What follows belongs to an exercise in optimizing a design on an open flow for small area; a production flow would make more cautious choices. In this exercise RTL edits were held to simulation tests only and were not proved equivalent to the original. Power and IR drop assume default switching activity.

==> flow/design.v <==
`timescale 1ns/10ps
`default_nettype none
module sync_regen (
    input  wire        PCLK_i,
    input  wire        rst_i,
    input  wire        hs_i,
    input  wire        vs_i,
    input  wire        hs_pol_i,
    input  wire        vs_pol_i,
    input  wire [63:0] timing_cfg_i,
    output wire [25:0] sync_o
);
    wire [7:0]  cfg_h_synclen   = timing_cfg_i[63:56];
    wire [8:0]  cfg_h_backporch = timing_cfg_i[55:47];
    wire [11:0] cfg_h_active    = timing_cfg_i[46:35];
    wire [3:0]  cfg_v_synclen   = timing_cfg_i[34:31];
    wire [8:0]  cfg_v_backporch = timing_cfg_i[30:22];
    wire [10:0] cfg_v_active    = timing_cfg_i[21:11];
    wire [10:0] cfg_v_sof_line  = timing_cfg_i[10:0];
    reg         hs_act_q, vs_act_q, line_pend;
    reg  [11:0] h_cnt;
    reg  [10:0] v_cnt;
    reg         hsync_q, vsync_q, de_q, sof_q;
    reg  [10:0] xpos_q, ypos_q;
    wire hs_act = hs_i ~^ hs_pol_i;
    wire vs_act = vs_i ~^ vs_pol_i;
    wire h_edge = hs_act_q & ~hs_act;
    wire v_edge = vs_act_q & ~vs_act;
    function [12:0] rsub;    
        input [12:0] a;
        input [12:0] b;
        integer k;
        reg br;
        begin
            br = 1'b0;
            for (k = 0; k < 13; k = k + 1) begin
                rsub[k] = a[k] ^ b[k] ^ br;
                br = (~a[k] & b[k]) | (~(a[k] ^ b[k]) & br);
            end
        end
    endfunction
    function [12:0] radd;    
        input [12:0] a;
        input [12:0] b;
        integer k;
        reg cy;
        begin
            cy = 1'b0;
            for (k = 0; k < 13; k = k + 1) begin
                radd[k] = a[k] ^ b[k] ^ cy;
                cy = (a[k] & b[k]) | ((a[k] ^ b[k]) & cy);
            end
        end
    endfunction
    wire [12:0] h_start = radd({5'd0, cfg_h_synclen}, {4'd0, cfg_h_backporch});
    wire [12:0] v_start = radd({9'd0, cfg_v_synclen}, {4'd0, cfg_v_backporch});
    wire [12:0] x_d = rsub({1'b0, h_cnt}, h_start);
    wire [12:0] y_full = rsub({2'b0, v_cnt}, v_start);
    wire [11:0] y_d = {y_full[12], y_full[10:0]};
    function lt_maj;
        input [11:0] a;
        input [11:0] b;
        integer k;
        reg br;
        begin
            br = 1'b0;
            for (k = 0; k < 12; k = k + 1) begin
                br = (~a[k] & b[k]) | (~a[k] & br) | (b[k] & br);
            end
            lt_maj = br;
        end
    endfunction
    wire h_in = ~x_d[12] & lt_maj(x_d[11:0], cfg_h_active);
    wire v_in = ~y_d[11] & lt_maj({1'b0, y_d[10:0]}, {1'b0, cfg_v_active});
    genvar gi;
    wire [12:0] hc;
    wire [11:0] vc;
    wire [11:0] h_inc;
    wire [10:0] v_inc;
    assign hc[0] = 1'b1;
    assign vc[0] = 1'b1;
    generate
        for (gi = 0; gi < 12; gi = gi + 1) begin : g_hi
            assign h_inc[gi] = h_cnt[gi] ^ hc[gi];
            assign hc[gi+1]  = h_cnt[gi] & hc[gi];
        end
        for (gi = 0; gi < 11; gi = gi + 1) begin : g_vi
            assign v_inc[gi] = v_cnt[gi] ^ vc[gi];
            assign vc[gi+1]  = v_cnt[gi] & vc[gi];
        end
    endgenerate
    wire [10:0] v_next = line_pend ? 11'd1 : v_inc;
    always @(posedge PCLK_i) begin
        if (rst_i) begin
            hs_act_q  <= 1'b0;
            vs_act_q  <= 1'b0;
            h_cnt     <= 12'd0;
            v_cnt     <= 11'd0;
            line_pend <= 1'b0;
            hsync_q   <= 1'b0;
            vsync_q   <= 1'b0;
            de_q      <= 1'b0;
            sof_q     <= 1'b0;
        end else begin
            hs_act_q <= hs_act;
            vs_act_q <= vs_act;
            de_q     <= h_in & v_in;
            if (h_edge) begin
                h_cnt   <= 12'd0;
                hsync_q <= 1'b0;
                v_cnt   <= v_next;
                sof_q   <= (v_next == cfg_v_sof_line);
                if (line_pend) begin
                    vsync_q <= 1'b0;
                end else if (v_inc == {7'd0, cfg_v_synclen}) begin
                    vsync_q <= 1'b1;
                end
            end else begin
                h_cnt <= h_inc;
                if (h_inc == {4'd0, cfg_h_synclen}) begin
                    hsync_q <= 1'b1;
                end
            end
            if (v_edge) begin
                line_pend <= 1'b1;
            end else if (h_edge) begin
                line_pend <= 1'b0;
            end
        end
    end
    always @(posedge PCLK_i) begin
        xpos_q <= x_d[10:0];
        ypos_q <= y_d[10:0];
    end
    reg [3:0]  c1_q, c2_q, c3_q, c4_q;
    reg [21:0] p1_q, p2_q, p3_q, p4_q;
    always @(posedge PCLK_i) begin
        if (rst_i) begin
            c1_q <= 4'd0;
            c2_q <= 4'd0;
            c3_q <= 4'd0;
            c4_q <= 4'd0;
        end else begin
            c1_q <= {hsync_q, vsync_q, de_q, sof_q};
            c2_q <= c1_q;
            c3_q <= c2_q;
            c4_q <= c3_q;
        end
        p1_q <= {xpos_q, ypos_q};
        p2_q <= p1_q;
        p3_q <= p2_q;
        p4_q <= p3_q;
    end
    assign sync_o = {c4_q[3:1], p4_q, c4_q[0]};
endmodule
`default_nettype wire
`timescale 1ns/10ps
`default_nettype none
module csc_ycbcr_rgb (
    input  wire        PCLK_i,
    input  wire        rst_i,
    input  wire        csc_en_i,
    input  wire        csc_mode_i,
    input  wire [23:0] video_i,
    output reg  [23:0] video_o
);
    reg  [23:0] d1_q, d2_q, d3_q, d4_q;
    reg         mode_q;
    wire [9:0]  r_s, g_s, b_s;
    wire [9:0] lc;
    reg  [9:0] lc_q;
    csc_lowc u_lowc (
        .p  (d3_q),
        .m  (mode_q),
        .lc (lc)
    );
    csc_conv u_conv (
        .p   (d4_q),
        .m   (mode_q),
        .lc  (lc_q),
        .r_s (r_s),
        .g_s (g_s),
        .b_s (b_s)
    );
    function [7:0] clamp8;
        input [9:0] s;
        begin
            clamp8 = s[9] ? 8'd0 : s[8] ? 8'd255 : s[7:0];
        end
    endfunction
    always @(posedge PCLK_i) begin
        d1_q   <= video_i;
        d2_q   <= d1_q;
        d3_q   <= d2_q;
        d4_q   <= d3_q;
        mode_q <= csc_mode_i;
        lc_q   <= lc;
        if (rst_i) begin
            video_o <= 24'd0;
        end else if (csc_en_i) begin
            video_o <= {clamp8(r_s), clamp8(g_s), clamp8(b_s)};
        end else begin
            video_o <= d4_q;
        end
    end
endmodule
module csc_lowc (
    input  wire [23:0] p,
    input  wire        m,
    output wire [9:0]  lc
);
    wire t0 = p[16] & ~m;
    wire t1 = p[17] & ~m;
    wire t2 = p[18] & ~m;
    wire t3 = p[19] & m;
    wire t4 = p[19] & ~m;
    wire t5 = p[19] ^ m;
    wire t6 = p[20] ^ m;
    wire t7 = p[20] & ~m;
    wire t8 = p[21] ^ m;
    wire t9 = p[21] & ~m;
    wire t10 = p[22] & ~m;
    wire t11 = p[22] & m;
    wire t12 = p[22] ^ m;
    wire t13 = p[23] ^ m;
    wire t14 = p[23] & ~m;
    wire t15 = p[23] & m;
    wire t16 = ~m;
    wire t17 = p[20] ^ p[21];
    wire t18 = t17 ^ t16;
    wire t19 = (p[20] & p[21]) | (t17 & t16);
    wire t20 = t13 & ~t18;
    wire t21 = ~t19;
    wire t22 = p[16] ^ t3;
    wire t23 = t22 ^ t21;
    wire t24 = (p[16] & t3) | (t22 & t21);
    wire t25 = t23 & ~t20;
    wire t26 = ~t6;
    wire t27 = p[17] ^ t26;
    wire t28 = t27 ^ t14;
    wire t29 = (p[17] & t26) | (t27 & t14);
    wire t30 = t28 ^ t20;
    wire t31 = t30 ^ t24;
    wire t32 = (t28 & t20) | (t30 & t24);
    wire t33 = t31 & ~t25;
    wire t34 = ~p[18];
    wire t35 = t34 ^ t0;
    wire t36 = t35 ^ t8;
    wire t37 = (t34 & t0) | (t35 & t8);
    wire t38 = ~t36;
    wire t39 = t29 ^ t38;
    wire t40 = t39 ^ t25;
    wire t41 = (t29 & t38) | (t39 & t25);
    wire t42 = (t32 & t33) | (t32 & t40) | (t33 & t40);
    wire t43 = t1 ^ t4;
    wire t44 = t43 ^ t10;
    wire t45 = (t1 & t4) | (t43 & t10);
    wire t46 = ~t41;
    wire t47 = t44 ^ t37;
    wire t48 = t47 ^ t46;
    wire t49 = (t44 & t37) | (t47 & t46);
    wire t50 = t42 | t48;
    wire t51 = t2 ^ t5;
    wire t52 = t51 ^ t7;
    wire t53 = (t2 & t5) | (t51 & t7);
    wire t54 = p[16] ^ m;
    wire t55 = t54 ^ t11;
    wire t56 = (p[16] & m) | (t54 & t11);
    wire t57 = t14 ^ t45;
    wire t58 = t57 ^ t52;
    wire t59 = (t14 & t45) | (t57 & t52);
    wire t60 = ~t58;
    wire t61 = t55 ^ t60;
    wire t62 = t61 ^ t42;
    wire t63 = (t55 & t60) | (t61 & t42);
    wire t64 = ~t62;
    wire t65 = (t49 & t50) | (t49 & t64) | (t50 & t64);
    wire t66 = ~t56;
    wire t67 = t53 ^ t66;
    wire t68 = t67 ^ t59;
    wire t69 = (t53 & t66) | (t67 & t59);
    wire t70 = ~t63;
    wire t71 = t68 ^ t70;
    wire t72 = t71 ^ t65;
    wire t73 = (t68 & t70) | (t71 & t65);
    wire t74 = t69 | t73;
    wire t75 = t69 ^ t73;
    wire t76 = p[0] ^ m;
    wire t77 = p[1] & m;
    wire t78 = p[1] & ~m;
    wire t79 = p[2] ^ m;
    wire t80 = p[3] & ~m;
    wire t81 = p[3] ^ m;
    wire t82 = p[4] & ~m;
    wire t83 = p[4] ^ m;
    wire t84 = p[5] & m;
    wire t85 = p[5] & ~m;
    wire t86 = p[5] ^ m;
    wire t87 = p[6] & m;
    wire t88 = p[6] & ~m;
    wire t89 = p[6] ^ m;
    wire t90 = p[7] & m;
    wire t91 = p[7] & ~m;
    wire t92 = p[7] ^ m;
    wire t93 = ~p[7];
    wire t94 = p[4] ^ t93;
    wire t95 = t94 ^ m;
    wire t96 = (p[4] & t93) | (t94 & m);
    wire t97 = ~t79;
    wire t98 = t97 ^ t84;
    wire t99 = t98 ^ t87;
    wire t100 = (t97 & t84) | (t98 & t87);
    wire t101 = t95 & t99;
    wire t102 = ~t76;
    wire t103 = m ^ t102;
    wire t104 = t103 ^ t96;
    wire t105 = (m & t102) | (t103 & t96);
    wire t106 = (t100 & t101) | (t100 & t104) | (t101 & t104);
    wire t107 = ~t77;
    wire t108 = m ^ t107;
    wire t109 = t108 ^ t90;
    wire t110 = (m & t107) | (t108 & t90);
    wire t111 = (t109 & t105) | (t109 & t106) | (t105 & t106);
    wire t112 = p[0] ^ p[1];
    wire t113 = t112 ^ t79;
    wire t114 = (p[0] & p[1]) | (t112 & t79);
    wire t115 = ~t110;
    wire t116 = t80 ^ t113;
    wire t117 = t116 ^ t115;
    wire t118 = (t80 & t113) | (t116 & t115);
    wire t119 = t117 | t111;
    wire t120 = t78 ^ t81;
    wire t121 = t120 ^ t82;
    wire t122 = (t78 & t81) | (t120 & t82);
    wire t123 = ~m;
    wire t124 = t123 ^ t114;
    wire t125 = t124 ^ t121;
    wire t126 = (t123 & t114) | (t124 & t121);
    wire t127 = ~t111;
    wire t128 = t118 ^ t125;
    wire t129 = t128 ^ t127;
    wire t130 = (t118 & t125) | (t128 & t127);
    wire t131 = t119 | t129;
    wire t132 = t122 ^ t126;
    wire t133 = t132 ^ t130;
    wire t134 = (t122 & t126) | (t132 & t130);
    wire t135 = t131 | t133;
    wire t136 = t131 ^ t133;
    wire t137 = t134 | t135;
    wire t138 = t134 ^ t135;
    wire t139 = m & ~p[22];
    wire t140 = p[18] & ~t139;
    wire t141 = p[16] ^ p[17];
    wire t142 = t141 ^ p[19];
    wire t143 = (p[16] & p[17]) | (t141 & p[19]);
    wire t144 = ~m;
    wire t145 = p[20] ^ p[21];
    wire t146 = t145 ^ t144;
    wire t147 = (p[20] & p[21]) | (t145 & t144);
    wire t148 = ~t13;
    wire t149 = t12 ^ t148;
    wire t150 = t149 ^ t139;
    wire t151 = (t12 & t148) | (t149 & t139);
    wire t152 = t140 ^ t142;
    wire t153 = t152 ^ t146;
    wire t154 = (t140 & t142) | (t152 & t146);
    wire t155 = t150 & t153;
    wire t156 = ~m;
    wire t157 = p[18] ^ t156;
    wire t158 = t157 ^ t9;
    wire t159 = (p[18] & t156) | (t157 & t9);
    wire t160 = t143 ^ t147;
    wire t161 = t160 ^ t158;
    wire t162 = (t143 & t147) | (t160 & t158);
    wire t163 = t151 ^ t154;
    wire t164 = t163 ^ t161;
    wire t165 = (t151 & t154) | (t163 & t161);
    wire t166 = t155 & t164;
    wire t167 = p[19] ^ p[22];
    wire t168 = t167 ^ p[23];
    wire t169 = (p[19] & p[22]) | (t167 & p[23]);
    wire t170 = ~t0;
    wire t171 = t170 ^ t168;
    wire t172 = t171 ^ t159;
    wire t173 = (t170 & t168) | (t171 & t159);
    wire t174 = t162 ^ t172;
    wire t175 = t174 ^ t165;
    wire t176 = (t162 & t172) | (t174 & t165);
    wire t177 = t175 & ~t166;
    wire t178 = ~p[20];
    wire t179 = p[16] ^ t178;
    wire t180 = t179 ^ m;
    wire t181 = (p[16] & t178) | (t179 & m);
    wire t182 = ~t1;
    wire t183 = t182 ^ t14;
    wire t184 = t183 ^ t169;
    wire t185 = (t182 & t14) | (t183 & t169);
    wire t186 = ~t180;
    wire t187 = t186 ^ t184;
    wire t188 = t187 ^ t173;
    wire t189 = (t186 & t184) | (t187 & t173);
    wire t190 = t188 ^ t166;
    wire t191 = t190 ^ t176;
    wire t192 = (t188 & t166) | (t190 & t176);
    wire t193 = t177 & t191;
    wire t194 = ~t181;
    wire t195 = t194 ^ t185;
    wire t196 = t195 ^ t189;
    wire t197 = (t194 & t185) | (t195 & t189);
    wire t198 = t196 ^ t192;
    wire t199 = t198 ^ t193;
    wire t200 = (t196 & t192) | (t198 & t193);
    wire t201 = t197 & t200;
    wire t202 = t197 ^ t200;
    wire t203 = p[0] & m;
    wire t204 = p[2] & m;
    wire t205 = p[3] & m;
    wire t206 = p[4] & m;
    wire t207 = (p[0] & m) | (p[0] & t91) | (m & t91);
    wire t208 = ~t81;
    wire t209 = p[5] ^ t208;
    wire t210 = t209 ^ t87;
    wire t211 = (p[5] & t208) | (t209 & t87);
    wire t212 = t207 | t210;
    wire t213 = ~t88;
    wire t214 = p[1] ^ t83;
    wire t215 = t214 ^ t213;
    wire t216 = (p[1] & t83) | (t214 & t213);
    wire t217 = ~t211;
    wire t218 = (t217 & t215) | (t217 & t212) | (t215 & t212);
    wire t219 = p[2] ^ t203;
    wire t220 = t219 ^ t77;
    wire t221 = (p[2] & t203) | (t219 & t77);
    wire t222 = t81 ^ t84;
    wire t223 = t222 ^ t220;
    wire t224 = (t81 & t84) | (t222 & t220);
    wire t225 = ~t212;
    wire t226 = t216 ^ t225;
    wire t227 = t226 ^ t223;
    wire t228 = (t216 & t225) | (t226 & t223);
    wire t229 = t227 & ~t218;
    wire t230 = p[0] ^ m;
    wire t231 = t230 ^ t86;
    wire t232 = (p[0] & m) | (t230 & t86);
    wire t233 = t204 ^ t83;
    wire t234 = t233 ^ t87;
    wire t235 = (t204 & t83) | (t233 & t87);
    wire t236 = ~t231;
    wire t237 = t221 ^ t236;
    wire t238 = t237 ^ t234;
    wire t239 = (t221 & t236) | (t237 & t234);
    wire t240 = t224 ^ t238;
    wire t241 = t240 ^ t218;
    wire t242 = (t224 & t238) | (t240 & t218);
    wire t243 = (t228 & t241) | (t228 & t229) | (t241 & t229);
    wire t244 = ~t90;
    wire t245 = p[1] ^ t89;
    wire t246 = t245 ^ t244;
    wire t247 = (p[1] & t89) | (t245 & t244);
    wire t248 = ~t235;
    wire t249 = t232 ^ t248;
    wire t250 = t249 ^ t246;
    wire t251 = (t232 & t248) | (t249 & t246);
    wire t252 = ~t250;
    wire t253 = t239 ^ t252;
    wire t254 = t253 ^ t242;
    wire t255 = (t239 & t252) | (t253 & t242);
    wire t256 = t243 & t254;
    wire t257 = ~t255;
    wire t258 = t247 ^ t251;
    wire t259 = t258 ^ t257;
    wire t260 = (t247 & t251) | (t258 & t257);
    wire t261 = t256 & ~t259;
    wire t262 = t256 ^ t259;
    wire t263 = t261 & ~t260;
    wire t264 = t261 ^ t260;
    assign lc = {t264, t262, t201, t202, t199, t138, t136, t74, t75, t72};
endmodule
module csc_conv (
    input  wire [23:0] p,
    input  wire        m,
    input  wire [9:0]  lc,
    output wire [9:0]  r_s,
    output wire [9:0]  g_s,
    output wire [9:0]  b_s
);
    wire t0 = p[20] ^ m;
    wire t1 = p[21] & ~m;
    wire t2 = p[21] ^ m;
    wire t3 = p[22] & ~m;
    wire t4 = p[22] ^ m;
    wire t5 = p[23] & m;
    wire t6 = p[23] & ~m;
    wire t7 = p[23] ^ m;
    wire t8 = p[8] ^ p[16];
    wire t9 = t8 ^ p[17];
    wire t10 = (p[8] & p[16]) | (t8 & p[17]);
    wire t11 = ~t5;
    wire t12 = lc[0] ^ t1;
    wire t13 = t12 ^ t11;
    wire t14 = (lc[0] & t1) | (t12 & t11);
    wire t15 = ~t13;
    wire t16 = t0 ^ t9;
    wire t17 = t16 ^ t15;
    wire t18 = (t0 & t9) | (t16 & t15);
    wire t19 = p[9] ^ p[17];
    wire t20 = t19 ^ p[18];
    wire t21 = (p[9] & p[17]) | (t19 & p[18]);
    wire t22 = m ^ t2;
    wire t23 = t22 ^ t3;
    wire t24 = (m & t2) | (t22 & t3);
    wire t25 = lc[1] ^ t10;
    wire t26 = t25 ^ t20;
    wire t27 = (lc[1] & t10) | (t25 & t20);
    wire t28 = t0 ^ t23;
    wire t29 = t28 ^ t14;
    wire t30 = (t0 & t23) | (t28 & t14);
    wire t31 = ~t29;
    wire t32 = t26 ^ t31;
    wire t33 = t32 ^ t18;
    wire t34 = (t26 & t31) | (t32 & t18);
    wire t35 = p[10] ^ p[18];
    wire t36 = t35 ^ p[19];
    wire t37 = (p[10] & p[18]) | (t35 & p[19]);
    wire t38 = lc[2] ^ t4;
    wire t39 = t38 ^ t6;
    wire t40 = (lc[2] & t4) | (t38 & t6);
    wire t41 = m ^ t21;
    wire t42 = t41 ^ t36;
    wire t43 = (m & t21) | (t41 & t36);
    wire t44 = ~t27;
    wire t45 = t24 ^ t39;
    wire t46 = t45 ^ t44;
    wire t47 = (t24 & t39) | (t45 & t44);
    wire t48 = ~t42;
    wire t49 = t48 ^ t30;
    wire t50 = t49 ^ t46;
    wire t51 = (t48 & t30) | (t49 & t46);
    wire t52 = t34 & ~t50;
    wire t53 = t34 ^ t50;
    wire t54 = p[11] ^ p[19];
    wire t55 = t54 ^ p[20];
    wire t56 = (p[11] & p[19]) | (t54 & p[20]);
    wire t57 = m ^ t37;
    wire t58 = t57 ^ t55;
    wire t59 = (m & t37) | (t57 & t55);
    wire t60 = ~t43;
    wire t61 = t7 ^ t40;
    wire t62 = t61 ^ t60;
    wire t63 = (t7 & t40) | (t61 & t60);
    wire t64 = ~t58;
    wire t65 = t64 ^ t47;
    wire t66 = t65 ^ t62;
    wire t67 = (t64 & t47) | (t65 & t62);
    wire t68 = ~t52;
    wire t69 = t51 ^ t66;
    wire t70 = t69 ^ t68;
    wire t71 = (t51 & t66) | (t69 & t68);
    wire t72 = p[12] ^ p[20];
    wire t73 = t72 ^ p[21];
    wire t74 = (p[12] & p[20]) | (t72 & p[21]);
    wire t75 = ~m;
    wire t76 = t75 ^ t56;
    wire t77 = t76 ^ t73;
    wire t78 = (t75 & t56) | (t76 & t73);
    wire t79 = ~t63;
    wire t80 = t59 ^ t77;
    wire t81 = t80 ^ t79;
    wire t82 = (t59 & t77) | (t80 & t79);
    wire t83 = ~t81;
    wire t84 = t83 ^ t67;
    wire t85 = t84 ^ t71;
    wire t86 = (t83 & t67) | (t84 & t71);
    wire t87 = p[13] ^ p[21];
    wire t88 = t87 ^ p[22];
    wire t89 = (p[13] & p[21]) | (t87 & p[22]);
    wire t90 = t74 ^ t88;
    wire t91 = t90 ^ t78;
    wire t92 = (t74 & t88) | (t90 & t78);
    wire t93 = t91 ^ t82;
    wire t94 = t93 ^ t86;
    wire t95 = (t91 & t82) | (t93 & t86);
    wire t96 = p[14] ^ p[22];
    wire t97 = t96 ^ p[23];
    wire t98 = (p[14] & p[22]) | (t96 & p[23]);
    wire t99 = t89 ^ t97;
    wire t100 = t99 ^ t92;
    wire t101 = (t89 & t97) | (t99 & t92);
    wire t102 = ~t86;
    wire t103 = t100 ^ t102;
    wire t104 = t103 ^ t95;
    wire t105 = (t100 & t102) | (t103 & t95);
    wire t106 = p[15] ^ p[23];
    wire t107 = t106 ^ t98;
    wire t108 = (p[15] & p[23]) | (t106 & t98);
    wire t109 = t107 ^ t101;
    wire t110 = t109 ^ t105;
    wire t111 = (t107 & t101) | (t109 & t105);
    wire t112 = t108 & ~t111;
    wire t113 = t108 ^ t111;
    wire t114 = t111 & ~t112;
    wire t115 = t111 ^ t112;
    wire t116 = p[4] ^ m;
    wire t117 = p[5] & ~m;
    wire t118 = p[5] ^ m;
    wire t119 = p[6] & ~m;
    wire t120 = p[6] ^ m;
    wire t121 = p[7] & ~m;
    wire t122 = p[7] ^ m;
    wire t123 = p[18] & ~m;
    wire t124 = p[19] & ~m;
    wire t125 = p[20] & ~m;
    wire t126 = p[8] ^ lc[3];
    wire t127 = t126 ^ p[21];
    wire t128 = (p[8] & lc[3]) | (t126 & p[21]);
    wire t129 = ~lc[5];
    wire t130 = p[2] ^ p[17];
    wire t131 = t130 ^ t129;
    wire t132 = (p[2] & p[17]) | (t130 & t129);
    wire t133 = ~t116;
    wire t134 = t117 ^ t123;
    wire t135 = t134 ^ t133;
    wire t136 = (t117 & t123) | (t134 & t133);
    wire t137 = ~t127;
    wire t138 = t137 ^ t131;
    wire t139 = t138 ^ t135;
    wire t140 = (t137 & t131) | (t138 & t135);
    wire t141 = p[9] ^ lc[4];
    wire t142 = t141 ^ p[22];
    wire t143 = (p[9] & lc[4]) | (t141 & p[22]);
    wire t144 = ~lc[6];
    wire t145 = p[3] ^ p[18];
    wire t146 = t145 ^ t144;
    wire t147 = (p[3] & p[18]) | (t145 & t144);
    wire t148 = t118 ^ t119;
    wire t149 = t148 ^ t124;
    wire t150 = (t118 & t119) | (t148 & t124);
    wire t151 = t116 ^ t132;
    wire t152 = t151 ^ t146;
    wire t153 = (t116 & t132) | (t151 & t146);
    wire t154 = ~t149;
    wire t155 = t128 ^ t142;
    wire t156 = t155 ^ t154;
    wire t157 = (t128 & t142) | (t155 & t154);
    wire t158 = t136 ^ t152;
    wire t159 = t158 ^ t140;
    wire t160 = (t136 & t152) | (t158 & t140);
    wire t161 = t156 & ~t159;
    wire t162 = t156 ^ t159;
    wire t163 = p[10] ^ p[23];
    wire t164 = t163 ^ lc[7];
    wire t165 = (p[10] & p[23]) | (t163 & lc[7]);
    wire t166 = ~m;
    wire t167 = p[4] ^ p[19];
    wire t168 = t167 ^ t166;
    wire t169 = (p[4] & p[19]) | (t167 & t166);
    wire t170 = t120 ^ t121;
    wire t171 = t170 ^ t125;
    wire t172 = (t120 & t121) | (t170 & t125);
    wire t173 = ~t147;
    wire t174 = t143 ^ t164;
    wire t175 = t174 ^ t173;
    wire t176 = (t143 & t164) | (t174 & t173);
    wire t177 = t168 ^ t150;
    wire t178 = t177 ^ t171;
    wire t179 = (t168 & t150) | (t177 & t171);
    wire t180 = ~t175;
    wire t181 = t153 ^ t180;
    wire t182 = t181 ^ t178;
    wire t183 = (t153 & t180) | (t181 & t178);
    wire t184 = ~t157;
    wire t185 = t184 ^ t160;
    wire t186 = t185 ^ t182;
    wire t187 = (t184 & t160) | (t185 & t182);
    wire t188 = t161 & ~t186;
    wire t189 = t161 ^ t186;
    wire t190 = ~p[11];
    wire t191 = t190 ^ p[5];
    wire t192 = t191 ^ p[20];
    wire t193 = (t190 & p[5]) | (t191 & p[20]);
    wire t194 = ~m;
    wire t195 = t194 ^ t122;
    wire t196 = t195 ^ t1;
    wire t197 = (t194 & t122) | (t195 & t1);
    wire t198 = t169 ^ t192;
    wire t199 = t198 ^ t172;
    wire t200 = (t169 & t192) | (t198 & t172);
    wire t201 = ~t196;
    wire t202 = t165 ^ t201;
    wire t203 = t202 ^ t176;
    wire t204 = (t165 & t201) | (t202 & t176);
    wire t205 = ~t203;
    wire t206 = t179 ^ t199;
    wire t207 = t206 ^ t205;
    wire t208 = (t179 & t199) | (t206 & t205);
    wire t209 = t183 ^ t207;
    wire t210 = t209 ^ t187;
    wire t211 = (t183 & t207) | (t209 & t187);
    wire t212 = t188 & ~t210;
    wire t213 = t188 ^ t210;
    wire t214 = p[6] ^ p[21];
    wire t215 = t214 ^ m;
    wire t216 = (p[6] & p[21]) | (t214 & m);
    wire t217 = t3 ^ t215;
    wire t218 = t217 ^ t193;
    wire t219 = (t3 & t215) | (t217 & t193);
    wire t220 = t197 ^ t218;
    wire t221 = t220 ^ t200;
    wire t222 = (t197 & t218) | (t220 & t200);
    wire t223 = ~t221;
    wire t224 = p[12] ^ t204;
    wire t225 = t224 ^ t223;
    wire t226 = (p[12] & t204) | (t224 & t223);
    wire t227 = ~t225;
    wire t228 = t208 ^ t227;
    wire t229 = t228 ^ t211;
    wire t230 = (t208 & t227) | (t228 & t211);
    wire t231 = t212 & ~t229;
    wire t232 = t212 ^ t229;
    wire t233 = p[7] ^ p[22];
    wire t234 = t233 ^ m;
    wire t235 = (p[7] & p[22]) | (t233 & m);
    wire t236 = t6 ^ t216;
    wire t237 = t236 ^ t234;
    wire t238 = (t6 & t216) | (t236 & t234);
    wire t239 = ~p[13];
    wire t240 = t239 ^ t219;
    wire t241 = t240 ^ t237;
    wire t242 = (t239 & t219) | (t240 & t237);
    wire t243 = ~t226;
    wire t244 = t222 ^ t241;
    wire t245 = t244 ^ t243;
    wire t246 = (t222 & t241) | (t244 & t243);
    wire t247 = ~t231;
    wire t248 = t245 ^ t230;
    wire t249 = t248 ^ t247;
    wire t250 = (t245 & t230) | (t248 & t247);
    wire t251 = ~p[14];
    wire t252 = t251 ^ p[23];
    wire t253 = t252 ^ t235;
    wire t254 = (t251 & p[23]) | (t252 & t235);
    wire t255 = t238 ^ t253;
    wire t256 = t255 ^ t242;
    wire t257 = (t238 & t253) | (t255 & t242);
    wire t258 = ~t250;
    wire t259 = t256 ^ t246;
    wire t260 = t259 ^ t258;
    wire t261 = (t256 & t246) | (t259 & t258);
    wire t262 = ~p[15];
    wire t263 = t262 ^ t254;
    wire t264 = t263 ^ t257;
    wire t265 = (t262 & t254) | (t263 & t257);
    wire t266 = t264 ^ t250;
    wire t267 = t266 ^ t261;
    wire t268 = (t264 & t250) | (t266 & t261);
    wire t269 = t268 & ~t265;
    wire t270 = t268 ^ t265;
    wire t271 = t268 | t269;
    wire t272 = t268 ^ t269;
    wire t273 = p[3] & m;
    wire t274 = p[4] & m;
    wire t275 = p[2] ^ p[5];
    wire t276 = t275 ^ lc[8];
    wire t277 = (p[2] & p[5]) | (t275 & lc[8]);
    wire t278 = p[8] ^ m;
    wire t279 = t278 ^ t273;
    wire t280 = (p[8] & m) | (t278 & t273);
    wire t281 = ~t279;
    wire t282 = t122 ^ t276;
    wire t283 = t282 ^ t281;
    wire t284 = (t122 & t276) | (t282 & t281);
    wire t285 = p[3] ^ p[6];
    wire t286 = t285 ^ lc[9];
    wire t287 = (p[3] & p[6]) | (t285 & lc[9]);
    wire t288 = ~m;
    wire t289 = p[9] ^ p[0];
    wire t290 = t289 ^ t288;
    wire t291 = (p[9] & p[0]) | (t289 & t288);
    wire t292 = t117 ^ t277;
    wire t293 = t292 ^ t286;
    wire t294 = (t117 & t277) | (t292 & t286);
    wire t295 = t274 ^ t290;
    wire t296 = t295 ^ t280;
    wire t297 = (t274 & t290) | (t295 & t280);
    wire t298 = ~t296;
    wire t299 = t293 ^ t298;
    wire t300 = t299 ^ t284;
    wire t301 = (t293 & t298) | (t299 & t284);
    wire t302 = p[4] ^ p[5];
    wire t303 = t302 ^ p[7];
    wire t304 = (p[4] & p[5]) | (t302 & p[7]);
    wire t305 = ~t119;
    wire t306 = p[10] ^ p[1];
    wire t307 = t306 ^ t305;
    wire t308 = (p[10] & p[1]) | (t306 & t305);
    wire t309 = ~t291;
    wire t310 = t287 ^ t303;
    wire t311 = t310 ^ t309;
    wire t312 = (t287 & t303) | (t310 & t309);
    wire t313 = ~t294;
    wire t314 = t307 ^ t313;
    wire t315 = t314 ^ t297;
    wire t316 = (t307 & t313) | (t314 & t297);
    wire t317 = ~t315;
    wire t318 = t311 ^ t317;
    wire t319 = t318 ^ t301;
    wire t320 = (t311 & t317) | (t318 & t301);
    wire t321 = p[11] ^ p[2];
    wire t322 = t321 ^ m;
    wire t323 = (p[11] & p[2]) | (t321 & m);
    wire t324 = p[6] ^ t121;
    wire t325 = t324 ^ t304;
    wire t326 = (p[6] & t121) | (t324 & t304);
    wire t327 = ~t325;
    wire t328 = t322 ^ t308;
    wire t329 = t328 ^ t327;
    wire t330 = (t322 & t308) | (t328 & t327);
    wire t331 = ~t312;
    wire t332 = t331 ^ t329;
    wire t333 = t332 ^ t316;
    wire t334 = (t331 & t329) | (t332 & t316);
    wire t335 = t333 & ~t320;
    wire t336 = t333 ^ t320;
    wire t337 = p[12] ^ p[3];
    wire t338 = t337 ^ m;
    wire t339 = (p[12] & p[3]) | (t337 & m);
    wire t340 = ~p[7];
    wire t341 = t340 ^ t323;
    wire t342 = t341 ^ t338;
    wire t343 = (t340 & t323) | (t341 & t338);
    wire t344 = ~t326;
    wire t345 = t344 ^ t342;
    wire t346 = t345 ^ t330;
    wire t347 = (t344 & t342) | (t345 & t330);
    wire t348 = t346 ^ t334;
    wire t349 = t348 ^ t335;
    wire t350 = (t346 & t334) | (t348 & t335);
    wire t351 = ~m;
    wire t352 = p[13] ^ p[4];
    wire t353 = t352 ^ t351;
    wire t354 = (p[13] & p[4]) | (t352 & t351);
    wire t355 = t339 ^ t353;
    wire t356 = t355 ^ t343;
    wire t357 = (t339 & t353) | (t355 & t343);
    wire t358 = t356 ^ t347;
    wire t359 = t358 ^ t350;
    wire t360 = (t356 & t347) | (t358 & t350);
    wire t361 = p[14] ^ p[5];
    wire t362 = t361 ^ t354;
    wire t363 = (p[14] & p[5]) | (t361 & t354);
    wire t364 = ~t360;
    wire t365 = t362 ^ t357;
    wire t366 = t365 ^ t364;
    wire t367 = (t362 & t357) | (t365 & t364);
    wire t368 = p[15] ^ p[6];
    wire t369 = t368 ^ t363;
    wire t370 = (p[15] & p[6]) | (t368 & t363);
    wire t371 = ~t367;
    wire t372 = t369 ^ t360;
    wire t373 = t372 ^ t371;
    wire t374 = (t369 & t360) | (t372 & t371);
    wire t375 = p[7] ^ t370;
    wire t376 = t375 ^ t367;
    wire t377 = (p[7] & t370) | (t375 & t367);
    wire t378 = t376 & t374;
    wire t379 = t376 ^ t374;
    wire t380 = t377 & ~t378;
    wire t381 = t377 ^ t378;
    assign r_s = {~t115, ~t113, t110, t104, t94, ~t85, ~t70, ~t53, t33, t17};
    assign g_s = {t272, ~t270, ~t267, ~t260, ~t249, ~t232, ~t213, ~t189, ~t162, ~t139};
    assign b_s = {~t381, t379, t373, t366, t359, t349, ~t336, ~t319, ~t300, ~t283};
endmodule
`default_nettype wire
`timescale 1ns/10ps
`default_nettype none
module video_frontend (
    input  wire        PCLK_i,
    input  wire        rst_i,
    input  wire [23:0] video_i,
    input  wire        hs_i,
    input  wire        vs_i,
    input  wire        hs_pol_i,
    input  wire        vs_pol_i,
    input  wire [63:0] timing_cfg_i,
    input  wire        csc_en_i,
    input  wire        csc_mode_i,
    output wire [23:0] video_o,
    output wire [25:0] sync_o
);
    sync_regen u_sync_regen (
        .PCLK_i       (PCLK_i),
        .rst_i        (rst_i),
        .hs_i         (hs_i),
        .vs_i         (vs_i),
        .hs_pol_i     (hs_pol_i),
        .vs_pol_i     (vs_pol_i),
        .timing_cfg_i (timing_cfg_i),
        .sync_o       (sync_o)
    );
    csc_ycbcr_rgb u_csc (
        .PCLK_i     (PCLK_i),
        .rst_i      (rst_i),
        .csc_en_i   (csc_en_i),
        .csc_mode_i (csc_mode_i),
        .video_i    (video_i),
        .video_o    (video_o)
    );
endmodule
`default_nettype wire
==> flow/flow/run.sh <==
#!/bin/bash
# Layout flow: the standard ORFS flow with three changes
#  1. after the standard synthesis, flow/flipfa.py removes inverters around full-adder
#     cells (a full adder is self-dual, so complemented inputs give complemented outputs);
#     registers and their names are untouched
#  2. the port buffers use the smallest buffer cell
#  3. clock tree synthesis arguments from flow/cts_args (if present)
set -euo pipefail
export BUFFER_PORTS_ARGS="-buffer_cell sky130_fd_sc_hd__buf_1"
if [[ -f flow/cts_args ]]; then
  export CTS_ARGS="$(cat flow/cts_args)"
fi
R=orfs/results/$FLOW_PLATFORM/video_frontend/base
bash standard.sh synth > synth.log 2>&1
cp $R/1_2_yosys.v $R/1_2_yosys_std.v
python3 flow/flipfa.py $R/1_2_yosys_std.v $R/1_2_yosys.v > flipfa.log 2>&1
rm -f $R/1_synth.odb $R/1_synth.sdc
bash standard.sh > layout.log 2>&1
==> flow/flow/cts_args <==
-sink_clustering_enable -repair_clock_nets -buf_list {sky130_fd_sc_hd__clkbuf_4 sky130_fd_sc_hd__clkbuf_8} -sink_clustering_size 20 -sink_clustering_max_diameter 45 -dont_use_dummy_load
==> flow/flow/flipfa.py <==
#!/usr/bin/env python3
"""Remove inverters around full-adder cells in a Yosys-written sky130 netlist.

A full adder is self-dual: FA(~a,~b,~c) = (~sum, ~carry).  Each fa cell may be
"flipped" (fed complemented inputs, its outputs then carry complemented values);
this script chooses the flips that minimise the number of inverters, removes all
inverters and rebuilds one inverter per signal that still needs its complement.
usage: flipfa.py IN.v OUT.v
"""
import re, sys, random

INV = re.compile(r'^sky130_fd_sc_hd__(inv|clkinv)_\d+$')
FA = re.compile(r'^sky130_fd_sc_hd__fa_\d+$')
OUTPINS = {'X', 'Y', 'Q', 'Q_N', 'SUM', 'COUT', 'HI', 'LO'}

def esc(net):
    return net + ' ' if net.startswith('\\') else net

def parse(text):
    # split into header (up to first cell), cells, trailer (assigns, endmodule)
    cells = []
    pat = re.compile(r'\n(\s*)(sky130_fd_sc_hd__\w+)\s+(\S+)\s*\((.*?)\);', re.S)
    pos = 0; pieces = []
    for m in pat.finditer(text):
        pieces.append(text[pos:m.start()])
        pins = []
        for pm in re.finditer(r'\.(\w+)\s*\(\s*(.*?)\s*\)\s*(?:,|$)', m.group(4).strip(), re.S):
            pins.append([pm.group(1), pm.group(2)])
        cells.append({'type': m.group(2), 'name': m.group(3), 'pins': pins, 'idx': len(pieces)})
        pieces.append(None)
        pos = m.end()
    pieces.append(text[pos:])
    return pieces, cells

def main(inp, out):
    text = open(inp).read()
    pieces, cells = parse(text)
    ports = set()
    for m in re.finditer(r'^\s*(input|output|inout)\s+(\[[^\]]*\]\s*)?(\S+?)\s*;', text, re.M):
        ports.add(m.group(3))
    def is_port(net):
        base = net.split('[')[0].strip()
        return base in ports or net in ports
    # also nets used in assign statements are kept untouched
    assign_nets = set()
    for m in re.finditer(r'^\s*assign\s+(.*?);', pieces[-1] + ''.join(p for p in pieces if p), re.M | re.S):
        for t in re.findall(r'(\\\S+|[A-Za-z_][\w$]*(?:\s*\[\d+\])?)', m.group(1)):
            assign_nets.add(t.strip())
    inv_of = {}      # inverter output net -> input net
    inv_cells = []
    for c in cells:
        if INV.match(c['type']):
            d = dict(c['pins'])
            a, y = d['A'], d['Y']
            if is_port(y) or y in assign_nets or a.startswith("1'"):
                continue
            inv_of[y] = a; inv_cells.append(c)
    removed = {c['name'] for c in inv_cells}
    def root(net):
        p = 0
        while net in inv_of:
            net = inv_of[net]; p ^= 1
        return net, p
    fa_cells = [c for c in cells if FA.match(c['type'])]
    fa_out = {}      # net -> fa index (driver)
    for i, c in enumerate(fa_cells):
        for pn, net in c['pins']:
            if pn in ('SUM', 'COUT'):
                fa_out[net] = i
    # consumer pins: (cell, pin index, signal root, polarity, fa index or None)
    uses = []
    for c in cells:
        if c['name'] in removed:
            continue
        fi = fa_cells.index(c) if FA.match(c['type']) else None
        for k, (pn, net) in enumerate(c['pins']):
            if pn in OUTPINS:
                continue
            r, p = root(net)
            uses.append((c, k, r, p, fi))
    # nets referenced by kept inverters / ports / assigns that are inverter outputs must survive
    keep_nets = set()
    for net in list(inv_of):
        if is_port(net) or net in assign_nets:
            keep_nets.add(net)
    nfa = len(fa_cells)
    flip = [0] * nfa
    by_sig = {}
    for u in uses:
        by_sig.setdefault(u[2], []).append(u)
    fa_sigs = [[] for _ in range(nfa)]
    for s, us in by_sig.items():
        if s in fa_out:
            fa_sigs[fa_out[s]].append(s)
        for u in us:
            if u[4] is not None:
                fa_sigs[u[4]].append(s)
    def need_inv(s):
        fs = flip[fa_out[s]] if s in fa_out else 0
        for (_, _, _, p, fi) in by_sig[s]:
            fc = flip[fi] if fi is not None else 0
            if p ^ fc ^ fs:
                return 1
        return 0
    def cost_of(sigs):
        return sum(need_inv(s) for s in set(sigs))
    total = sum(need_inv(s) for s in by_sig)
    start = total
    import math
    random.seed(1)
    best_total = total; best_flip = flip[:]
    T = 2.0
    steps = int(__import__("os").environ.get("FLIP_STEPS", "3000")) * max(nfa, 1)
    for step in range(steps):
        i = random.randrange(nfa) if nfa else 0
        if not nfa:
            break
        sig = set(fa_sigs[i])
        before = cost_of(sig)
        flip[i] ^= 1
        after = cost_of(sig)
        d = after - before
        if d <= 0 or random.random() < math.exp(-d / T):
            total += d
            if total < best_total:
                best_total = total; best_flip = flip[:]
        else:
            flip[i] ^= 1
        T = max(0.02, 2.0 * (1 - step / steps))
    flip[:] = best_flip; total = best_total
    improved = True
    while improved:
        improved = False
        for i in range(nfa):
            sig = set(fa_sigs[i])
            before = cost_of(sig)
            flip[i] ^= 1
            after = cost_of(sig)
            if after < before:
                total += after - before; improved = True
            else:
                flip[i] ^= 1
    # rebuild: assign physical nets
    newinv = {}
    lines_new = []
    cnt = [0]
    def inv_net(s):
        if s not in newinv:
            cnt[0] += 1
            n = f"_flipinv_{cnt[0]}_"
            newinv[s] = n
            lines_new.append(f"  sky130_fd_sc_hd__inv_1 _flipinvc_{cnt[0]}_ (\n    .A({esc(s)}),\n    .Y({n})\n  );")
        return newinv[s]
    for (c, k, s, p, fi) in uses:
        fs = flip[fa_out[s]] if s in fa_out else 0
        fc = flip[fi] if fi is not None else 0
        c['pins'][k][1] = inv_net(s) if (p ^ fc ^ fs) else s
    # a flipped FA's outputs keep their net names but now carry complemented values:
    # every use was rewritten above with that in mind.
    # rename the outputs of flipped adders (they now carry complemented values)
    ren = {}
    for i, c in enumerate(fa_cells):
        if flip[i]:
            for pn, net in c['pins']:
                if pn in ('SUM', 'COUT'):
                    ren[net] = (net + '_fl') if net.startswith('\\') else ('\\' + net + '_fl' if '[' in net else net + '_fl')
    for i, c in enumerate(fa_cells):
        if flip[i]:
            c['name'] = (c['name'] + '_fl ') if c['name'].startswith('\\') else c['name'].rstrip('_') + '_fl_'
    for c in cells:
        for pin in c['pins']:
            if pin[1] in ren:
                pin[1] = ren[pin[1]]
    lines_new = [re.sub(r'\.A\((.*?) ?\),', lambda m: '.A(' + esc(ren.get(m.group(1), m.group(1))) + '),', l) for l in lines_new]
    newdecl = list(set(ren.values()))
    # emit
    outp = []
    for pc in pieces:
        if pc is not None:
            outp.append(pc)
    res = []
    ci = {c['idx']: c for c in cells}
    for i, pc in enumerate(pieces):
        if pc is not None:
            res.append(pc)
        else:
            c = ci[i]
            if c['name'] in removed:
                continue
            pins = ",\n".join(f"    .{pn}({esc(net)})" for pn, net in c['pins'])
            res.append(f"\n  {c['type']} {c['name']} (\n{pins}\n  );")
    body = ''.join(res)
    # declare new wires and add new cells before endmodule
    decl = ''.join(f"  wire {n};\n" for n in newinv.values()) + ''.join(f"  wire {esc(n)};\n" for n in newdecl)
    k = body.rfind('endmodule')
    body = body[:k] + decl + "\n".join(lines_new) + "\n" + body[k:]
    open(out, 'w').write(body)
    sys.stderr.write(f"flipfa: {len(inv_cells)} inverters removed, {len(newinv)} added, "
                     f"{sum(flip)} of {nfa} full adders flipped (model {start} -> {total})\n")

if __name__ == '__main__':
    main(sys.argv[1], sys.argv[2])
==> flow/standard.sh <==
#!/bin/bash
# synth_recipe.tcl (not shown) runs the flow's synth.tcl, then flattens the netlist and writes it again
# the make line also repeats each setting of config.mk as NAME=value (left out here)
make -C /OpenROAD-flow-scripts/flow DESIGN_CONFIG=/design/flow/config.mk WORK_HOME=/design/flow/orfs CLKGATE_MAP_FILE= SYNTH_SCRIPT=/design/flow/synth_recipe.tcl "${@:-finish}"
==> flow/config.mk <==
export PLATFORM = sky130hd
export DESIGN_NAME = video_frontend
export DESIGN_NICKNAME = video_frontend
export VERILOG_FILES = /design/flow/design.v
export SDC_FILE = /design/flow/constraint.sdc
export NUM_CORES = 4
export LEC_CHECK = 0
export ABC_AREA = 1
export CAP_MARGIN = 20
export CORE_MARGIN = 2
export CORE_UTILIZATION = 65
export SLEW_MARGIN = 20
==> flow/constraint.sdc <==
create_clock -name core_clock -period 7.0 [get_ports {PCLK_i}]
set_input_delay 1.4000 -clock core_clock [delete_from_list [all_inputs] [get_ports {PCLK_i}]]
set_output_delay 1.4000 -clock core_clock [all_outputs]
set_load 0.01 [all_outputs]
==> results.txt, run 1 <==
via-per-instance ratio=4.967; H-tree Lvls=1; Hold Vio Cnt, Final=0; Num CTS Buffers=30; Post-DP HPWL=16850 um; CTS Sinks=287; post-CTS sizing=0; mapped cell area=0.01251 mm^2; layout cells sized above 1=0.03082; CP required=7.52 ns; # IOs=146; Final ANT Viol Nets=0; PwrDens=335.2 mW/mm^2; Pint=3.034 mW; Post-Route Skew=0.07153 ns; CTS Hold Bufs=0; RSZ-0062 raised after global routing=false; VDD IR max=0.0002458 V; layout net count=1575; Vias=7286; critical path peak fanout=2; most used cell, CP=fa_1; fin crit share=0.8911; Die Y=142.7 um; Gate Count Post-Synth=1069; core area=0.01877 mm^2; Remaining DRCs=0; setup violators final=0; Clk pwr share=0.188; die width=142.7 um; Psw=1.561 mW; CP startpoint kind=input pin; ant diodes=0; R2R setup slack=0.85 ns; CTS tree=built; Routed wire per std cell=14.42 um; gpl congestion=0.8763; Slew headroom=0.3769; global route overflow=0; number of port buffers=145; FMAX=160.3 MHz; CP max stage cell=fa_1; floorplan row count=50; clock buffer depth=3; Syn Area/Cell=11.70 um^2; initial detailed-routing violation count=395; Comb power frac=0.375; slowest cell delay on critical path=0.49 ns; Synth-to-Final Area Change=9.583%; # Post-CTS Setup Buffers=0; Final Power=4.594 mW; switching part of the total=0.3397; status=complete, no violations; final WL=21150 um; CP Capture Type=flip-flop; max-slew violations=0; HP Class=reg -> reg; commonest non-fill, non-tap cell in the layout=dfxtp_1; Die ar.=0.02037 mm^2; critical path class=in -> reg; CP Cell Sequence=buf_1 -> ha_1 -> fa_1 -> fa_1 -> fa_1 -> inv_1 -> fa_1 -> fa_1 -> fa_1 -> fa_1 -> fa_1 -> fa_1 -> inv_1 -> fa_1 -> ha_1 -> ha_1 -> inv_1 -> a2111oi_0 -> nand2_1 -> nor2_1; Seq pwr share=0.437; Leak=6.137 nW; Clock Root Buffer=clkbuf_8; clock transition at the registers of the reported paths=0.11 ns; Initial Util=0.6664; first-pass detailed-route iteration total=4; initial antenna violation count=0; first-pass GRT wire length=35630 um; Yosys warnings=2; Syn Nets=1409; WP data arrival=6.76 ns; Clk Latency, worst-skew pair=0.60 ns; largest net degree at the start of global routing=46; setup TNS=0 ns; most frequent cells in the layout=dfxtp_1 (287), inv_1 (197), fa_1 (172); Worst Max-Slew Pin Slew=0.9347 ns; GRT Total Usage=0.2230; min Tclk post-route=6.238 ns; vias in the first global route=7437; max_cap viols=0
[per-stage QoR]
step	worst slack (ns)	instance area [um^2]	instances	hold WS, ns	utilization
final	0.7622	13710	1467	0.2799	0.7303
after global routing	0.5159	13710	1467	0.2765	0.7303
after CTS	0.7160	13710	1467	0.2759	0.7303
after detailed placement	0.1343	13290	1437	0.3121	0.7083
after global placement	0.2366	13290	1437	0.3096	0.7083
after floorplan	0.5557	12510	1069	0.3096	-
[power by group through the flow]
stage	logic, mW	clock network [mW]	registers (mW)
2_1_floorplan	1.26	0	2.06
3_3_place_gp	1.68	0	2.04
3_5_place_dp	1.75	0	2.05
4_1_cts	1.76	0.900	2.01
5_1_grt	2.06	0.957	2.03
6_report	1.72	0.864	2.01
[cell type report]
cell class / count / area (um^2)
inverters: 197 / 739.5
fillers: 1373 / 5062
repair buffers: 147 / 560.5
flip-flops and latches: 287 / 5746
multi-input cells: 572 / 5954
well taps: 234 / 292.8
clock buffers: 30 / 412.9
[sequential cells by signal (all words and copies together), names as in the netlist, 4 cells and up]
name / flops
u_csc.d1_q: 24
u_sync_regen.v_cnt: 11
u_sync_regen.c1_q: 4
u_sync_regen.p1_q: 22
u_sync_regen.xpos_q: 11
u_csc.lc_q: 10
u_sync_regen.p3_q: 22
u_sync_regen.c3_q: 4
u_csc.video_o: 24
u_csc.d2_q: 24
u_sync_regen.p2_q: 22
u_sync_regen.c2_q: 4
u_sync_regen.c4_q: 4
u_sync_regen.p4_q: 22
u_sync_regen.ypos_q: 11
u_csc.d4_q: 24
u_sync_regen.h_cnt: 12
u_csc.d3_q: 24
[layer usage]
metal  part of all wire  GRT usage
met1               0.46     0.3169
met2               0.46     0.3588
met3              0.062    0.03991
met4              0.020    0.06045
met5                  0          0
[worst paths after layout]
path	from	to	depth (start not counted)
max	timing_cfg_i[56]	u_sync_regen.de_q	20
min	u_sync_regen.p1_q[11]	u_sync_regen.p2_q[11]	0
max reg2reg	u_csc.mode_q	u_csc.video_o[11]	18
min reg2reg	u_sync_regen.p1_q[11]	u_sync_regen.p2_q[11]	0
[critical path: cells and delay by family]
family          cells  cell delay [ns]
simple gates        2             0.17
compound gates      1             0.39
buf+inv             4             0.28
fa+ha+maj          13             4.50
==> inputs of run 2 (changes only) <==
==> flow/flow/cts_args (replaced) <==
-sink_clustering_enable -repair_clock_nets -buf_list {sky130_fd_sc_hd__clkbuf_2 sky130_fd_sc_hd__clkbuf_8} -sink_clustering_size 10 -sink_clustering_max_diameter 40 -dont_use_dummy_load
==> run 2 against run 1 <==
Still clean on timing, DRC and antenna. Sequential share of layout area decreased by 0.42 points. Routed wire length up 1.5%. Clock power increased by 18%. Non-clock buffer count unchanged. Via count grew 0.96%. Final cell count grew 0.68%. Critical path depth unchanged. Register-to-register slack worse by 0.02 ns. Utilization grew 0.73 points. Count of clock-buffer cells in the layout increased by 10. Clock skew down 0.0065 ns. Area after synthesis stayed put. Largest cell class unchanged. Highest routed layer unchanged.
==> results.txt, run 2 <==
status=complete, no violations; Gate Count Post-Synth=1069 (unchanged); clock buffer depth=3 (unchanged); WP data arrival=6.76 ns (about the same); Num CTS Buffers=40 (+33%); Worst Max-Slew Pin Slew=0.9240 ns (-0.01076 ns); CTS Hold Bufs=0 (unchanged); CP startpoint kind=input pin; floorplan row count=50 (unchanged); critical path peak fanout=2 (unchanged); # Post-CTS Setup Buffers=0 (unchanged); layout net count=1585 (+0.63%); Initial Util=0.6664 (unchanged); global route overflow=0 (unchanged); final setup margin=0.6935 ns (-0.06861 ns); VDD IR max=0.0002285 V (-7.0%); first-pass detailed-route iteration total=5 (+1); FMAX=158.6 MHz (-1.1%); Synth-to-Final Area Change=10.68%; Routed wire per std cell=14.53 um (+0.81%); Remaining DRCs=0 (unchanged); PwrDens=344.3 mW/mm^2 (+2.7%); ant diodes=0 (unchanged); CP Capture Type=flip-flop; vias in the first global route=7629 (+2.6%); core area=0.01877 mm^2 (unchanged); Vias=7356 (+0.96%); Slew headroom=0.3840 (+0.007176); max-slew violations=0 (unchanged); Yosys warnings=2 (unchanged); Final Power=4.766 mW (+3.7%); Syn Area/Cell=11.70 um^2 (unchanged); Die ar.=0.02037 mm^2 (unchanged); CP required=7.46 ns (-0.06 ns); initial antenna violation count=0 (unchanged); Final Util=0.7376 (+0.007333); min Tclk post-route=6.306 ns (+0.06861 ns); first-pass GRT wire length=36220 um (+1.6%); Cell Count, Final, Fillers Out=1477 (+0.68%); largest net degree at the start of global routing=46 (unchanged); commonest non-fill, non-tap cell in the layout=dfxtp_1; most frequent cells in the layout=dfxtp_1 (287), inv_1 (197), fa_1 (172); Hold Vio Cnt, Final=0 (unchanged); register area=0.005746 mm^2 (unchanged); footprint of the multi-input gates=0.005954 mm^2 (unchanged); die width=142.7 um (unchanged); post-CTS sizing=0 (unchanged); Leak=6.209 nW (+1.2%); # fillers=1364 (-0.66%); initial detailed-routing violation count=375 (-5.1%); Final ANT Viol Nets=0 (unchanged); hold_ws=0.2886 ns (+0.008619 ns); clock transition at the registers of the reported paths=0.07 ns (-0.04 ns); critical path class=in -> reg; Clk Latency, worst-skew pair=0.55 ns (-0.05 ns); H-tree Lvls=2 (+1); Post-DP HPWL=16850 um (unchanged); GRT Total Usage=0.2284 (+0.005432); max_cap viols=0 (unchanged); layout cells sized above 1=0.03862 (+0.007797); number of port buffers=145 (unchanged); gpl congestion=0.8763 (unchanged); setup violators final=0 (unchanged); setup TNS=0 ns (unchanged); Setup WS pre-CTS=0.1343 ns (unchanged); Die Y=142.7 um (unchanged); via-per-instance ratio=4.980 (+0.28%); mapped cell area=0.01251 mm^2 (unchanged); placed cell area=0.01329 mm^2 (unchanged); placed cells=1437 (unchanged); fin crit share=0.9009 (+0.009801); design area=0.01384 mm^2 (+1.0%); Clock Root Buffer=clkbuf_8; final WL=21470 um (+1.5%); HP Class=reg -> reg; RSZ-0062 raised after global routing=false; CTS tree=built; # IOs=146 (unchanged); Syn Nets=1409 (unchanged); Post-Route Skew=0.06505 ns (-0.006486 ns); CTS Sinks=287 (unchanged)
[run 2: routing by layer]
layer  GRT usage  share of wire
met5           0              0
met4     0.08025          0.023
met3     0.05332          0.063
met2      0.3608           0.46
met1      0.3141           0.46
[run 2: critical path, stage by stage]
cell and delay, ns:
buf_1 0.10, ha_1 0.19, fa_1 0.38, fa_1 0.39, fa_1 0.49, inv_1 0.05, fa_1 0.44, fa_1 0.43
fa_1 0.43, fa_1 0.45, fa_1 0.44, fa_1 0.40, inv_1 0.09, fa_1 0.18, ha_1 0.16, ha_1 0.13
inv_1 0.05, a2111oi_0 0.39, nand2_1 0.09, nor2_1 0.08
[run 2: worst paths after layout]
path                                            from              endpoint  slack, ns  cells after the start
worst max-delay path                timing_cfg_i[56]     u_sync_regen.de_q       0.69                     20
worst min-delay path            u_sync_regen.p3_q[0]  u_sync_regen.p4_q[0]       0.29                      0
worst max register to register          u_csc.mode_q      u_csc.video_o[9]       0.83                     18
worst min register to register  u_sync_regen.p3_q[0]  u_sync_regen.p4_q[0]       0.29                      0
[run 2: layout make-up]
cell class / count / area share
repair buffers: 147 / 0.04049
inverters: 197 / 0.05342
well taps: 234 / 0.02115
clock buffers: 40 / 0.03977
multi-input cells: 572 / 0.4301
flip-flops and latches: 287 / 0.4150
[run 2: report_power, final]
group / switching, mW / internal [mW]
clock network: 0.518 / 0.504
registers: 0.0955 / 1.91
logic: 0.986 / 0.750
==> inputs of run 3 (changes only) <==
==> flow/flow/cts_args (replaced) <==
-sink_clustering_enable -repair_clock_nets -buf_list {sky130_fd_sc_hd__clkbuf_4 sky130_fd_sc_hd__clkbuf_8} -sink_clustering_size 16 -sink_clustering_max_diameter 50 -dont_use_dummy_load
==> run 3 against run 2 <==
Still clean. Total power down 4.1%. Clock power down 18%. Die area stayed put. Register-to-register slack barely moved. Final cell count fell by 0.81%. Sequential share of layout area increased by 0.50 points. Sequential power is essentially flat. Combinational power is essentially flat. Non-clock buffer count stayed put. Flip-flop and latch count did not move. Setup slack better by 0.058 ns. Routed wire length down 1.9%. Critical endpoint unchanged.
==> results.txt, run 3 <==
Die Y=142.7 um (unchanged); largest net degree at the start of global routing=46 (unchanged); Die ar.=0.02037 mm^2 (unchanged); critical path peak fanout=2 (unchanged); Remaining DRCs=0 (unchanged); via-per-instance ratio=4.967 (-0.28%); Hold Vio Cnt, Final=0 (unchanged); final WL=21060 um (-1.9%); HP Class=reg -> reg; first-pass detailed-route iteration total=4 (-1); Post-DP HPWL=16850 um (unchanged); Gate Count Post-Synth=1069 (unchanged); layout net count=1573 (-0.76%); max_cap viols=0 (unchanged); gpl congestion=0.8763 (unchanged); clock buffer depth=3 (unchanged); Clk Latency, worst-skew pair=0.55 ns (about the same); WP data arrival=6.76 ns (about the same); Routed wire per std cell=14.38 um (-1.1%); # IOs=146 (unchanged); H-tree Lvls=1 (-1); CTS Sinks=287 (unchanged); CP Capture Type=flip-flop; setup violators final=0 (unchanged); RSZ-0062 raised after global routing=false; GRT Total Usage=0.2225 (-0.005929); Post-Route Skew=0.04907 ns (-0.01598 ns); Final Util=0.7288 (-0.008800); Final ANT Viol Nets=0 (unchanged); mapped cell area=0.01251 mm^2 (unchanged); Syn Nets=1409 (unchanged); Yosys warnings=2 (unchanged); Slew headroom=0.3741 (-0.009945); global route overflow=0 (unchanged); R2R setup slack=0.84 ns (about the same); initial detailed-routing violation count=369 (-1.6%); initial antenna violation count=0 (unchanged); critical path class=in -> reg; vias in the first global route=7408 (-2.9%); CP required=7.51 ns (+0.05 ns); setup TNS=0 ns (unchanged); Leak=6.123 nW (-1.4%); post-CTS sizing=0 (unchanged); core area=0.01877 mm^2 (unchanged); most frequent cells in the layout=dfxtp_1 (287), inv_1 (197), fa_1 (172); Vias=7276 (-1.1%); layout cells sized above 1=0.02924 (-0.009372); min Tclk post-route=6.249 ns (-0.05786 ns); ant diodes=0 (unchanged); max-slew violations=0 (unchanged); commonest non-fill, non-tap cell in the layout=dfxtp_1; CP startpoint kind=input pin; Syn Area/Cell=11.70 um^2 (unchanged); CTS tree=built; Num CTS Buffers=28 (-30%); Clock Root Buffer=clkbuf_8; clock transition at the registers of the reported paths=0.09 ns (+0.02 ns); floorplan row count=50 (unchanged); die width=142.7 um (unchanged); status=complete, no violations; first-pass GRT wire length=35560 um (-1.8%); Initial Util=0.6664 (unchanged); VDD IR max=0.0002202 V (-3.7%); fin crit share=0.8927 (-0.008266); number of port buffers=145 (unchanged); Worst Max-Slew Pin Slew=0.9389 ns (+0.01492 ns); CTS Hold Bufs=0 (unchanged); # Post-CTS Setup Buffers=0 (unchanged); PwrDens=334.0 mW/mm^2 (-3.0%); FMAX=160.0 MHz (+0.93%); Synth-to-Final Area Change=9.364%
run 3: final cells by class:
type / instances / area, um^2
tap: 234 / 292.8
inverter: 197 / 739.5
sequential: 287 / 5746
clock buffer: 28 / 385.4
multi-input combinational: 572 / 5954
timing repair buffer: 147 / 560.5
fill: 1371 / 5090
run 3: report_power, final:
part | switching (mW) | total [mW] | leakage, nW | internal, mW
registers | 0.0954 | 2.00 | 2.40 | 1.91
clock network | 0.484 | 0.839 | 0.201 | 0.354
logic | 0.978 | 1.72 | 3.52 | 0.747
total | 1.56 | 4.57 | 6.12 | 3.01
run 3: critical path: stages:
cell       delay [ns]
buf_1            0.10
ha_1             0.19
fa_1             0.38
fa_1             0.39
fa_1             0.49
inv_1            0.05
fa_1             0.44
fa_1             0.43
fa_1             0.43
fa_1             0.45
fa_1             0.44
fa_1             0.40
inv_1            0.08
fa_1             0.18
ha_1             0.16
ha_1             0.13
inv_1            0.05
a2111oi_0        0.39
nand2_1          0.09
nor2_1           0.08
run 3: final timing paths:
path | start | end | cells after the start
min reg2reg | u_sync_regen.p2_q[13] | u_sync_regen.p3_q[13] | 0
min | u_sync_regen.p2_q[13] | u_sync_regen.p3_q[13] | 0
max | timing_cfg_i[56] | u_sync_regen.de_q | 20
max reg2reg | u_csc.mode_q | u_csc.video_o[10] | 18
run 3: metrics by stage:
step / worst slack, ns / hold slack, ns / area [um^2] / cells / power [mW]
2_1_floorplan: 0.5557 / 0.3096 / 12510 / 1069 / 3.316
3_3_place_gp: 0.2366 / 0.3096 / 13290 / 1437 / 3.716
3_5_place_dp: 0.1343 / 0.3121 / 13290 / 1437 / 3.792
4_1_cts: 0.6999 / 0.2944 / 13680 / 1465 / 4.633
5_1_grt: 0.4999 / 0.2926 / 13680 / 1465 / 5.020
6_report: 0.7514 / 0.2932 / 13680 / 1465 / 4.568
run 3: routing by layer:
metal,global-route usage,routed length (um),vias to the layer above
met5,0,0,-
met4,0.05524,453,0
met3,0.04259,1260,34
met2,0.3613,9666,185
met1,0.3135,9681,3490
li1,-,-,3567

## what the ideal ports hide
Ports are ideal in the flow. The routed layouts listed here were re-timed in OpenROAD.
Step 1 (the two cells are an assumption about what drives the block):
set clk [get_ports {PCLK_i}]
set_driving_cell -lib_cell sky130_fd_sc_hd__clkbuf_16 $clk
set_driving_cell -lib_cell sky130_fd_sc_hd__buf_2 [delete_from_list [all_inputs] $clk]
Step 2, shift: input delay + t, output delay - t, t = (earliest + latest rising clock arrival at the registers) / 2. This alone moves slack from input paths to output paths.
Slacks: ideal ports / drivers / drivers and shift; pairs: ideal ports / drivers.
| run | t, ns | setup slack, ns | worst setup path at the end | worst register clock-pin slew, ns | pins driven straight from the clock port |
|---|---|---|---|---|---|
| run 1 | 0.598 | 0.762 / 0.781 / 0.183 | input to register | 0.11 / 0.11 | 1 |
| run 2 | 0.553 | 0.694 / 0.712 / 0.159 | input to register | 0.07 / 0.07 | 1 |
| run 3 | 0.575 | 0.751 / 0.769 / 0.194 | input to register | 0.09 / 0.09 | 1 |
After both steps setup and hold are still met in every run listed. The setup slack of run 1, which loses most, moves by +0.019 ns with the drivers and by -0.579 ns with both steps.
